What follows belongs to an exercise in optimizing a design on an open flow for small area, a short achievable clock period and few clock cycles per item; a production flow would make more cautious choices. Only simulation tests tie the RTL to the original design; equivalence was not proved. Power figures rest on the tool's default switching activity, not on a simulated workload.

$ cat run.sh
#!/bin/bash
# synth_recipe.tcl (not shown) runs the flow's synth.tcl, then flattens the netlist and writes it again
# the make line also repeats each setting of config.mk as NAME=value (left out here)
make -C /OpenROAD-flow-scripts/flow DESIGN_CONFIG=/design/flow/config.mk WORK_HOME=/design/flow/orfs CLKGATE_MAP_FILE= SYNTH_SCRIPT=/design/flow/synth_recipe.tcl finish
$ cat design.v
package kit_pkg;
  localparam int CAPACITY = 64;
  localparam int IDX_W    = (CAPACITY > 1) ? $clog2(CAPACITY) : 1;
  localparam int CNT_W    = $clog2(CAPACITY + 1);
  localparam logic [1:0] CMD_INSERT   = 2'd0;
  localparam logic [1:0] CMD_REMOVE   = 2'd1;
  localparam logic [1:0] CMD_LOOKUP   = 2'd2;
  localparam logic [1:0] CMD_CHEAPEST = 2'd3;
  localparam logic [2:0] ST_OK       = 3'd0;
  localparam logic [2:0] ST_FULL     = 3'd1;
  localparam logic [2:0] ST_DUP      = 3'd2;
  localparam logic [2:0] ST_EMPTY    = 3'd3;
  localparam logic [2:0] ST_NOTFOUND = 3'd4;
  localparam logic [2:0] ST_INSTOCK  = 3'd5;
endpackage
module keyed_item_table (
  input  logic        clk,
  input  logic        rst,
  input  logic        req_valid,
  output logic        req_ready,
  input  logic [1:0]  req_command,
  input  logic [31:0] req_item_key,
  input  logic [15:0] req_item_quantity,
  input  logic [31:0] req_item_price,
  output logic        rsp_valid,
  input  logic        rsp_ready,
  output logic [2:0]  rsp_status,
  output logic [31:0] rsp_found_key,
  output logic [15:0] rsp_found_quantity,
  output logic [31:0] rsp_found_price,
  output logic [6:0]  rsp_entry_count
);
  localparam int N = kit_pkg::CAPACITY;
  logic [31:0] s_key   [N];
  logic [15:0] s_qty   [N];
  logic [31:0] s_price [N];
  logic [N-1:0] valid;
  logic [6:0]  fill;
  logic        a_v, b_v;
  logic [5:0]  a_idx, b_idx;
  logic [31:0] a_price, b_price;
  logic        scan;           
  logic        full_scan;      
  logic [5:0]  ptr;
  logic        wait_cheap;     
  logic        rsp_vld;
  logic [2:0]  rsp_st;
  logic [5:0]  sel;
  logic        give;
  logic [N-1:0] match;
  logic [N-1:0] qzero;
  logic [N-1:0] below;       
  logic         hit;
  logic         hit_qz;
  logic [5:0]   hidx;
  logic         take;
  logic         full, empty;
  logic         ins_ok, rem_ok;
  always_comb begin
    for (int i = 0; i < N; i++) begin
      match[i] = valid[i] && (s_key[i] == req_item_key);
      qzero[i] = (s_qty[i] == 16'd0);
    end
    below[0] = 1'b1;
    for (int i = 1; i < N; i++) below[i] = below[i-1] && valid[i-1];
    hidx = '0;
    for (int i = 0; i < N; i++) if (match[i]) hidx = hidx | 6'(i);
  end
  assign hit       = |match;
  assign hit_qz    = |(match & qzero);
  assign full      = fill[6];
  assign empty     = (fill == 7'd0);
  assign take      = req_valid && req_ready;
  assign ins_ok    = take && req_command == kit_pkg::CMD_INSERT && !full && !hit;
  assign rem_ok    = take && req_command == kit_pkg::CMD_REMOVE && hit && hit_qz;
  logic        mux_busy;
  logic        step;
  logic [5:0]  rd_idx;
  logic [31:0] rd_price;
  logic        a_ok;
  logic        x_ok, x_lt_a, x_lt_b;
  logic        rem_a, rem_b;
  logic        new_lt_a, new_lt_b;
  logic        moved;
  logic [6:0]  nxt;
  logic [6:0]  ptr_next;
  logic [N:0]  below_x;
  logic [5:0]  a_sh, b_sh, x_sh;
  assign below_x  = {1'b0, below};
  assign mux_busy = rsp_vld && give;
  assign step     = scan && !mux_busy;
  assign rd_idx   = mux_busy ? sel : ptr;
  assign rd_price = s_price[rd_idx];
  assign a_ok     = a_v && !(scan && full_scan);
  assign x_ok     = step && valid[ptr] && !(rem_ok && match[ptr]) && !(a_v && a_idx == ptr);
  assign x_lt_a   = !a_v || rd_price < a_price;
  assign x_lt_b   = !b_v || rd_price < b_price;
  assign rem_a    = rem_ok && a_v && (hidx == a_idx);
  assign rem_b    = rem_ok && b_v && (hidx == b_idx);
  assign new_lt_a = req_item_price < a_price;
  assign new_lt_b = !b_v || req_item_price < b_price;
  assign a_sh     = a_idx + {5'd0, ins_ok && below[a_idx]};
  assign b_sh     = b_idx + {5'd0, ins_ok && below[b_idx]};
  assign x_sh     = ptr   + {5'd0, ins_ok && below[ptr]};
  assign nxt      = step ? {1'b0, ptr} - 7'd1 : {1'b0, ptr};
  assign moved    = ins_ok && (step ? below[ptr] : below_x[{1'b0, ptr} + 7'd1]);
  assign ptr_next = nxt + {6'd0, moved};
  assign rsp_valid          = rsp_vld;
  assign rsp_status         = rsp_st;
  assign rsp_entry_count    = fill;
  assign rsp_found_key      = give ? s_key[sel]   : 32'd0;
  assign rsp_found_quantity = give ? s_qty[sel]   : 16'd0;
  assign rsp_found_price    = give ? rd_price     : 32'd0;
  always_ff @(posedge clk) begin
    if (ins_ok) begin
      s_key[0]   <= req_item_key;
      s_qty[0]   <= req_item_quantity;
      s_price[0] <= req_item_price;
      for (int i = 1; i < N; i++) begin
        if (below[i]) begin
          s_key[i]   <= s_key[i-1];
          s_qty[i]   <= s_qty[i-1];
          s_price[i] <= s_price[i-1];
        end
      end
    end
  end
  always_ff @(posedge clk) begin
    if (rst) begin
      valid <= '0;
      fill  <= '0;
    end else if (ins_ok) begin
      valid[0] <= 1'b1;
      for (int i = 1; i < N; i++) if (below[i]) valid[i] <= valid[i-1];
      fill <= fill + 7'd1;
    end else if (rem_ok) begin
      valid <= valid & ~match;
      fill  <= fill - 7'd1;
    end
  end
  assign req_ready = !wait_cheap && (!rsp_vld || rsp_ready);
  always_ff @(posedge clk) begin
    if (rst) begin
      rsp_vld    <= 1'b0;
      scan       <= 1'b0;
      full_scan  <= 1'b0;
      a_v        <= 1'b0;
      b_v        <= 1'b0;
      wait_cheap <= 1'b0;
    end else begin
      if (rsp_ready) rsp_vld <= 1'b0;
      if (ins_ok && empty) begin
        scan    <= 1'b0;
        a_v     <= 1'b1;
        a_idx   <= 6'd0;
        a_price <= req_item_price;
        b_v     <= 1'b0;
      end else if (ins_ok && a_ok && new_lt_a) begin
        scan    <= 1'b0;
        a_idx   <= 6'd0;
        a_price <= req_item_price;
        b_v     <= 1'b1;
        b_idx   <= a_sh;
        b_price <= a_price;
      end else if (ins_ok && !scan) begin
        a_idx <= a_sh;
        if (new_lt_b) begin
          b_v     <= 1'b1;
          b_idx   <= 6'd0;
          b_price <= req_item_price;
        end else begin
          b_idx <= b_sh;
        end
      end else if (rem_ok && !scan && (rem_a || rem_b)) begin
        if (rem_a) begin
          a_v     <= b_v;
          a_idx   <= b_idx;
          a_price <= b_price;
        end
        b_v       <= 1'b0;
        scan      <= b_v;
        full_scan <= 1'b0;
        ptr       <= 6'd63;
      end else if (scan && (rem_a || (rem_b && full_scan))) begin
        a_v       <= 1'b0;
        b_v       <= 1'b0;
        full_scan <= 1'b1;
        ptr       <= 6'd63;
      end else if (scan && rem_b) begin
        b_v <= 1'b0;
        ptr <= 6'd63;
      end else if (scan) begin
        if (ptr_next[6]) begin
          scan      <= 1'b0;
          full_scan <= 1'b0;
        end
        ptr <= ptr_next[5:0];
        if (x_ok && x_lt_a) begin
          a_v     <= 1'b1;
          a_idx   <= x_sh;
          a_price <= rd_price;
          b_v     <= a_v;
          b_idx   <= a_sh;
          b_price <= a_price;
        end else if (x_ok && x_lt_b) begin
          a_idx   <= a_sh;
          b_v     <= 1'b1;
          b_idx   <= x_sh;
          b_price <= rd_price;
        end else begin
          a_idx <= a_sh;
          b_idx <= b_sh;
        end
      end
      if (wait_cheap) begin
        if (!scan) begin
          wait_cheap <= 1'b0;
          rsp_vld    <= 1'b1;
          rsp_st     <= kit_pkg::ST_OK;
          give       <= 1'b1;
          sel        <= a_idx;
        end
      end else if (take) begin
        rsp_vld <= 1'b1;
        give    <= 1'b0;
        rsp_st  <= kit_pkg::ST_OK;
        case (req_command)
          kit_pkg::CMD_INSERT: begin
            if (full) rsp_st <= kit_pkg::ST_FULL;
            else if (hit) rsp_st <= kit_pkg::ST_DUP;
          end
          kit_pkg::CMD_REMOVE: begin
            if (empty) rsp_st <= kit_pkg::ST_EMPTY;
            else if (!hit) rsp_st <= kit_pkg::ST_NOTFOUND;
            else if (!hit_qz) rsp_st <= kit_pkg::ST_INSTOCK;
          end
          kit_pkg::CMD_LOOKUP: begin
            if (!hit) rsp_st <= kit_pkg::ST_NOTFOUND;
            else begin
              give <= 1'b1;
              sel  <= hidx;
            end
          end
          default: begin
            if (empty) rsp_st <= kit_pkg::ST_EMPTY;
            else if (a_ok) begin
              give <= 1'b1;
              sel  <= a_idx;
            end else begin
              rsp_vld    <= 1'b0;
              wait_cheap <= 1'b1;
            end
          end
        endcase
      end
    end
  end
endmodule
$ cat constraint.sdc
create_clock -name core_clock -period 8.0 [get_ports {clk}]
set_input_delay 1.6000 -clock core_clock [delete_from_list [all_inputs] [get_ports {clk}]]
set_output_delay 1.6000 -clock core_clock [all_outputs]
set_load 0.01 [all_outputs]
$ cat config.mk
export PLATFORM = sky130hd
export DESIGN_NAME = keyed_item_table
export DESIGN_NICKNAME = keyed_item_table
export VERILOG_FILES = /design/flow/design.v
export SDC_FILE = /design/flow/constraint.sdc
export NUM_CORES = 4
export LEC_CHECK = 0
export CAP_MARGIN = 20
export CORE_MARGIN = 2
export CORE_UTILIZATION = 45
export SLEW_MARGIN = 20
==> results.json <==
{
  "fp.dieW_um": 716.3,
  "grt_pass1_vias": 216300,
  "syn_inst": 15320,
  "cts_root_buffer": "clkbuf_16",
  "cts.htree.levels": 6,
  "ys_seq_elements": 5289,
  "cts_inserted_buffers": 575,
  "status": "aborted with a tool error",
  "synth_top_area_share_pct": 68.55,
  "place.gp.congestion": 1.446,
  "dp_hpwl_um": 1425000,
  "fp-row-count": 261,
  "synth_edf_count": 5212,
  "syn_area_um2": 228300,
  "grt.total_usage_pct": 78.36,
  "postCtsSetupBuffers": 0,
  "synthTopCellsByArea": "edfxtp_1 (69%), xor2_1 (7.3%), a22oi_1 (5.6%)",
  "clock_path_buffers": 4,
  "async_flop_share_pct": 0,
  "grt_pass1_wl_um": 2589000,
  "grt.overflow.total": 467,
  "port_buffers": 177,
  "avgSynthCellArea_um2": 14.90,
  "cts_resized": 0,
  "fp.dieH_um": 716.3,
  "grt_max_degree": 63,
  "yosysWarnings": 4,
  "synth_nets": 15550,
  "yosys.area.top_type": "edfxtp_1",
  "synth_ff_type": "edfxtp_1",
  "cts_sinks": 5289,
  "cts-hold-fix-buffers": 0,
  "error": "[ERROR GRT-0116] Global routing finished with congestion. Check the congestion regions in the DRC Viewer.",
  "ys_types": 96,
  "placedInstanceArea_um2": 265600,
  "initial_core_util_pct": 45.19,
  "yosysSeqAreaShare_pct": 69.23,
  "stop_stage": "5_1_grt",
  "pin_count": 178
}
## layer usage
| layer | global-route usage (%) | GRT overflow |
|---|---|---|
| met1 | 82.26 | 11 |
| met2 | 87.52 | 215 |
| met3 | 71.11 | 17 |
| met4 | 67.63 | 219 |
| met5 | 47.64 | 5 |
## Yosys cell counts, types with 36 or more instances
| cell type | number |
|---|---|
| a2111oi_0 | 43 |
| a211oi_1 | 36 |
| a21o_1 | 50 |
| a21oi_1 | 269 |
| a221o_1 | 48 |
| a221oi_1 | 400 |
| a22o_1 | 422 |
| a22oi_1 | 1698 |
| and4_1 | 95 |
| buf_1 | 146 |
| buf_2 | 45 |
| buf_4 | 137 |
| buf_6 | 59 |
| clkbuf_1 | 553 |
| dfxtp_1 | 77 |
| edfxtp_1 | 5212 |
| ha_1 | 138 |
| inv_1 | 174 |
| nand2_1 | 318 |
| nand3_1 | 283 |
| nand4_1 | 620 |
| nor2_1 | 373 |
| nor3_1 | 304 |
| nor4_1 | 979 |
| o21ai_0 | 200 |
| o2bb2ai_1 | 38 |
| or3_1 | 36 |
| or4_1 | 52 |
| xnor2_1 | 187 |
| xor2_1 | 1897 |
## stage by stage
stage	util, %	setup WS (ns)	hold slack (ns)	cells	setup TNS, ns
floorplan	-	-2.404	0.4208	15320	-2403.06
global placement	52.45	-0.1075	0.4272	23940	-1.544
detailed placement	52.58	0.2114	0.4291	23960	0
CTS	56.31	0.05539	0.3846	25000	0
## worst min-delay path by stage
stage | startpoint | end | slack, ns | depth (start not counted)
floorplan | s_price[0][10] | s_price[1][10] | 0.42 | 0
global placement | s_price[46][2] | s_price[47][2] | 0.43 | 0
detailed placement | s_price[0][7] | s_price[1][7] | 0.43 | 0
CTS | s_price[45][16] | s_price[46][16] | 0.38 | 0
## power by group through the flow
stage	combinational, uW	sequential, uW	clock [uW]
after detailed placement	3200	30600	0
after floorplan	1020	30600	0
after CTS	3220	30100	27100
after global placement	3210	30600	0
## kinds of logic after synthesis
logic type / synth area share [%]
AO/OA/AOI/OAI: 11.30
multiplexers: 0.4954
buffers and inverters: 2.309
flip-flops: 69.23
AND/OR/NAND/NOR: 7.906
adder cells (fa/ha/maj): 0.7651
XOR/XNOR: 7.995
Testbench counts, summed over its fixed seeds: cycles 4,935, requests 4,800.
